This design comes from an exercise in tuning for a short achievable clock period and low power on the open sky130 flow, not from production work.
At most, simulation tests tie the RTL to the original design; equivalence was not proved.
Power figures rest on the tool's default switching activity, not on a simulated workload.

==> flow/design.v <==
module cpu_top (
    input  logic       clk,
    input  logic       arst_n,
    input  logic       instr_valid,
    input  logic [6:0] opcode,
    input  logic [7:0] literal,
    output logic [7:0] reg_a,
    output logic [7:0] reg_b,
    output logic [3:0] flags      
);
    localparam logic [2:0] F_ADD = 3'd0, F_SUB = 3'd1, F_AND = 3'd2, F_OR = 3'd3,
                           F_XOR = 3'd4, F_NOT = 3'd5, F_SHL = 3'd6, F_SHR = 3'd7;
    logic       k_main;       
    logic       k_mem;        
    logic       k_wr;         
    logic       d_b;          
    logic [2:0] fn;           
    logic       x_a, x_b, x_one;    
    logic       y_b, y_l;           
    logic [2:0] mfn;          
    logic [1:0] wfn;          
    always_comb begin
        k_main = 1'b0; k_mem = 1'b0; k_wr = 1'b0;
        d_b = 1'b0; fn = F_ADD;
        x_a = 1'b0; x_b = 1'b0; x_one = 1'b0;
        y_b = 1'b0; y_l = 1'b0;
        mfn = F_ADD; wfn = 2'd0;
        if (opcode <= 7'h1B && !(opcode[4:2] == 3'b101)) begin
            k_main = 1'b1;
            d_b    = opcode[0];
            case (opcode[4:2])
                3'b000:  fn = F_ADD;    
                3'b001:  fn = F_ADD;
                3'b010:  fn = F_SUB;
                3'b011:  fn = F_AND;
                3'b100:  fn = F_OR;
                default: fn = F_XOR;    
            endcase
            if (opcode[4:2] == 3'b000) begin
                case (opcode[1:0])
                    2'd0:    y_b = 1'b1;
                    2'd1:    x_a = 1'b1;
                    default: y_l = 1'b1;
                endcase
            end else begin
                case (opcode[1:0])
                    2'd0, 2'd1: begin x_a = 1'b1; y_b = 1'b1; end
                    2'd2:       begin x_a = 1'b1; y_l = 1'b1; end
                    default:    begin x_b = 1'b1; y_l = 1'b1; end
                endcase
            end
        end else if ((opcode >= 7'h14 && opcode <= 7'h17) ||
                     (opcode >= 7'h1C && opcode <= 7'h23)) begin
            k_main = 1'b1;
            d_b    = opcode[1];
            x_a    = !opcode[0];
            x_b    = opcode[0];
            if (opcode[5])           fn = F_SHR;
            else if (opcode[3])      fn = F_SHL;
            else                     fn = F_NOT;
        end else begin
            case (opcode)
                7'h24: begin k_main = 1'b1; d_b = 1'b1; x_one = 1'b1; y_b = 1'b1; fn = F_ADD; end
                7'h2C: begin k_mem = 1'b1; mfn = F_ADD; end
                7'h30: begin k_mem = 1'b1; mfn = F_SUB; end
                7'h34: begin k_mem = 1'b1; mfn = F_AND; end
                7'h38: begin k_mem = 1'b1; mfn = F_OR;  end
                7'h3F: begin k_mem = 1'b1; mfn = F_XOR; end
                7'h3C: begin k_wr = 1'b1; wfn = 2'd0; end
                7'h43: begin k_wr = 1'b1; wfn = 2'd1; end
                7'h49: begin k_wr = 1'b1; wfn = 2'd2; end
                7'h4B: begin k_wr = 1'b1; wfn = 2'd3; end
                default: ;
            endcase
        end
    end
    logic a_main, a_mem, a_wr;      
    assign a_main = instr_valid & k_main;
    assign a_mem  = instr_valid & k_mem;
    assign a_wr   = instr_valid & k_wr;
    logic [7:0] mem [0:255];
    logic [15:0] lo, hi;
    always_comb begin
        for (int i = 0; i < 16; i++) begin
            lo[i] = (literal[3:0] == i[3:0]);
            hi[i] = (literal[7:4] == i[3:0]);
        end
    end
    logic [7:0] m;
    logic [7:0] grp [0:15];
    always_comb begin
        for (int h = 0; h < 16; h++) begin
            grp[h] = 8'd0;
            for (int l = 0; l < 16; l++)
                grp[h] = grp[h] | (mem[16*h + l] & {8{lo[l]}});
        end
        m = 8'd0;
        for (int h = 0; h < 16; h++)
            m = m | (grp[h] & {8{hi[h]}});
    end
    logic [7:0] x, y, yy, r_main;
    logic       sub, cin, c_main, v_main, z_main;
    logic [8:0] sum;
    assign x = ({8{a_main & x_a}} & reg_a) | ({8{a_main & x_b}} & reg_b) |
               {7'd0, a_main & x_one};
    assign y = ({8{a_main & y_b}} & reg_b) | ({8{a_main & y_l}} & literal);
    assign sub = (fn == F_SUB);
    assign yy  = y ^ {8{sub}};
    assign cin = sub;
    add8 u_add_main (.a(x), .b(yy), .cin(cin), .s(sum[7:0]), .c7(), .cout(sum[8]));
    always_comb begin
        r_main = sum[7:0];
        c_main = 1'b0;
        v_main = 1'b0;
        case (fn)
            F_ADD, F_SUB: begin
                r_main = sum[7:0];
                c_main = sum[8] ^ sub;    
                v_main = (x[7] == yy[7]) && (sum[7] != x[7]);
            end
            F_AND: r_main = x & y;
            F_OR:  r_main = x | y;
            F_XOR: r_main = x ^ y;
            F_NOT: r_main = ~x;
            F_SHL: begin r_main = {x[6:0], 1'b0}; c_main = x[7]; end
            default: begin r_main = {1'b0, x[7:1]}; c_main = x[0]; end
        endcase
    end
    assign z_main = (r_main == 8'd0);
    logic [7:0] ma, mm, r_mem, p_mem, t_mem;
    logic       msub, c_mem, v_mem, z_mem, z_arith;
    logic [8:0] msum;
    assign ma   = {8{a_mem}} & reg_a;
    assign mm   = m;
    assign msub = (mfn == F_SUB);
    assign t_mem = mm ^ {8{msub}};
    logic mc7;
    add8 u_add_mem (.a(ma), .b(t_mem), .cin(msub), .s(msum[7:0]), .c7(mc7), .cout(msum[8]));
    assign p_mem   = ma ^ t_mem;
    assign z_arith = (p_mem[0] == msub) &
                     (p_mem[7:1] == (ma[6:0] | t_mem[6:0]));
    always_comb begin
        r_mem = msum[7:0];
        c_mem = 1'b0;
        v_mem = 1'b0;
        z_mem = z_arith;
        case (mfn)
            F_ADD, F_SUB: begin
                r_mem = msum[7:0];
                c_mem = msum[8] ^ msub;
                v_mem = mc7 ^ msum[8];
                z_mem = z_arith;
            end
            F_AND:   begin r_mem = ma & mm; z_mem = (r_mem == 8'd0); end
            F_OR:    begin r_mem = ma | mm; z_mem = (r_mem == 8'd0); end
            default: begin r_mem = ma ^ mm; z_mem = (r_mem == 8'd0); end
        endcase
    end
    logic [7:0] wa, wd, inc;
    logic       c_wr, v_wr, m_ones;
    assign wa     = {8{a_wr}} & reg_a;
    assign inc    = m + 8'd1;
    assign m_ones = (m == 8'hFF);
    always_comb begin
        wd   = 8'd0;
        c_wr = 1'b0;
        v_wr = 1'b0;
        if (a_wr) begin
            case (wfn)
                2'd0: wd = ~wa;
                2'd1: begin wd = {wa[6:0], 1'b0}; c_wr = wa[7]; end
                2'd2: begin wd = inc; c_wr = m_ones; v_wr = (m == 8'h7F); end
                default: ;
            endcase
        end
    end
    logic       ld_a, ld_b, ld_f;
    logic [7:0] res_a;
    logic [3:0] nflags;
    assign ld_a = (a_main & !d_b) | a_mem;
    assign ld_b = a_main & d_b;
    assign ld_f = a_main | a_mem | a_wr;
    assign res_a = a_mem ? r_mem : r_main;
    always_comb begin
        if (a_mem)
            nflags = {z_mem, r_mem[7], c_mem, v_mem};
        else if (a_wr)
            nflags = {(wd == 8'd0), wd[7], c_wr, v_wr};
        else
            nflags = {z_main, r_main[7], c_main, v_main};
    end
    always_ff @(posedge clk or negedge arst_n) begin
        if (!arst_n)   reg_a <= 8'd0;
        else if (ld_a) reg_a <= res_a;
    end
    always_ff @(posedge clk or negedge arst_n) begin
        if (!arst_n)   reg_b <= 8'd0;
        else if (ld_b) reg_b <= r_main;
    end
    always_ff @(posedge clk or negedge arst_n) begin
        if (!arst_n)   flags <= 4'd0;
        else if (ld_f) flags <= nflags;
    end
    logic       a_clr;
    logic [255:0] sel;
    assign a_clr = a_wr & (wfn == 2'd3);
    always_comb begin
        for (int i = 0; i < 256; i++) sel[i] = lo[i % 16] & hi[i / 16];
    end
    for (genvar i = 0; i < 256; i++) begin : g_word
        logic keep, load;
        assign keep = ~(a_wr & sel[i]);
        assign load = a_wr & ~a_clr & sel[i];
        always_ff @(posedge clk) begin
            mem[i] <= (mem[i] & {8{keep}}) | (wd & {8{load}});
        end
    end
endmodule
module add8 (
    input  logic [7:0] a,
    input  logic [7:0] b,
    input  logic       cin,
    output logic [7:0] s,
    output logic       c7,      
    output logic       cout
);
    logic [7:0] p, g;
    logic [7:0] g1, p1, g2, p2, g3, p3;
    logic [8:0] c;
    assign p = a ^ b;
    assign g = a & b;
    always_comb begin
        for (int i = 0; i < 8; i++) begin
            if (i >= 1) begin g1[i] = g[i] | (p[i] & g[i-1]); p1[i] = p[i] & p[i-1]; end
            else        begin g1[i] = g[i];                  p1[i] = p[i]; end
        end
        for (int i = 0; i < 8; i++) begin
            if (i >= 2) begin g2[i] = g1[i] | (p1[i] & g1[i-2]); p2[i] = p1[i] & p1[i-2]; end
            else        begin g2[i] = g1[i];                    p2[i] = p1[i]; end
        end
        for (int i = 0; i < 8; i++) begin
            if (i >= 4) begin g3[i] = g2[i] | (p2[i] & g2[i-4]); p3[i] = p2[i] & p2[i-4]; end
            else        begin g3[i] = g2[i];                    p3[i] = p2[i]; end
        end
        c[0] = cin;
        for (int i = 0; i < 8; i++) c[i+1] = g3[i] | (p3[i] & cin);
    end
    assign s    = p ^ c[7:0];
    assign c7   = c[7];
    assign cout = c[8];
endmodule
Settings: LEC_CHECK=0, ABC_CLOCK_PERIOD_IN_PS=3500, CAP_MARGIN=20, CORE_MARGIN=2, CORE_UTILIZATION=50, CTS_BUF_LIST=sky130_fd_sc_hd__clkbuf_16, CTS_CLUSTER_DIAMETER=100, CTS_CLUSTER_SIZE=25, SETUP_SLACK_MARGIN=3.0, SLEW_MARGIN=20, TNS_END_PERCENT=5; clock period 7.0 ns.
run.sh (not shown) runs the stock make flow with config.mk's settings and CLKGATE_MAP_FILE= SYNTH_SCRIPT=/design/flow/synth_recipe.tcl, a recipe that flattens the netlist after the stock synthesis.
Edit:
--- a/flow/design.v
+++ b/flow/design.v
@@ -78,27 +78,22 @@
     assign a_main = instr_valid & k_main;
     assign a_mem  = instr_valid & k_mem;
     assign a_wr   = instr_valid & k_wr;
     logic [7:0] mem [0:255];
-    logic [15:0] lo, hi;
-    always_comb begin
-        for (int i = 0; i < 16; i++) begin
-            lo[i] = (literal[3:0] == i[3:0]);
-            hi[i] = (literal[7:4] == i[3:0]);
-        end
-    end
     logic [7:0] m;
-    logic [7:0] grp [0:15];
-    always_comb begin
-        for (int h = 0; h < 16; h++) begin
-            grp[h] = 8'd0;
-            for (int l = 0; l < 16; l++)
-                grp[h] = grp[h] | (mem[16*h + l] & {8{lo[l]}});
-        end
-        m = 8'd0;
-        for (int h = 0; h < 16; h++)
-            m = m | (grp[h] & {8{hi[h]}});
-    end
+    logic [7:0] rd1 [0:63];
+    logic [7:0] rd2 [0:15];
+    logic [7:0] rd3 [0:3];
+    for (genvar i = 0; i < 64; i++) begin : g_rd1
+        assign rd1[i] = mem[4*i + literal[1:0]];
+    end
+    for (genvar i = 0; i < 16; i++) begin : g_rd2
+        assign rd2[i] = rd1[4*i + literal[3:2]];
+    end
+    for (genvar i = 0; i < 4; i++) begin : g_rd3
+        assign rd3[i] = rd2[4*i + literal[5:4]];
+    end
+    assign m = rd3[literal[7:6]];
     logic [7:0] x, y, yy, r_main;
     logic       sub, cin, c_main, v_main, z_main;
     logic [8:0] sum;
     assign x = ({8{a_main & x_a}} & reg_a) | ({8{a_main & x_b}} & reg_b) |
@@ -204,9 +199,10 @@
     logic       a_clr;
     logic [255:0] sel;
     assign a_clr = a_wr & (wfn == 2'd3);
     always_comb begin
-        for (int i = 0; i < 256; i++) sel[i] = lo[i % 16] & hi[i / 16];
+        sel = 256'd0;
+        sel[literal] = 1'b1;
     end
     for (genvar i = 0; i < 256; i++) begin : g_word
         logic keep, load;
         assign keep = ~(a_wr & sel[i]);
Result:
- design area came out lower by a few percent
- maximum frequency came out lower by a little under a tenth
- combinational power came out lower by a little under a tenth
- wire length came out lower by a quarter to a third
- via count came out lower by a little under a tenth
- worst setup slack loses 0.53 ns
- clock-buffer cell count came out lower by 2
- critical path depth came out higher by 5
- power came out lower slightly
- hold slack hardly moves
- clock power came out lower slightly
Only the layout flow was run in the second run of this note; the RTL was not checked for function there.

==> afterwards: timing with drivers on the ports <==
How much do the figures lean on ideal ports? The routed layouts below were timed once more, with nothing changed but the port constraints. Step 1, drivers: a clkbuf_16 drives clk and a buf_2 each remaining input, both assumed. Step 2 also shifts input and output timing later by t, the mid clock arrival at the registers, as if the neighbouring blocks saw the same clock. Three values: ideal ports, drivers, drivers and shift; two values: the first two.
run | t, ns | setup slack, ns | hold slack, ns | slew at the worst register clock pin (ns)
the first run | 0.893 | 1.379 / 1.224 / 0.331 | 0.450 / 0.450 / 0.450 | 0.12 / 0.12
the second run | 0.870 | 0.850 / 0.892 / 0.022 | 0.449 / 0.449 / 0.449 | 0.12 / 0.12
After both steps setup and hold are still met in every run listed. The setup slack of the first run, which loses most, moves by -0.155 ns with the drivers and by -1.048 ns with both steps.
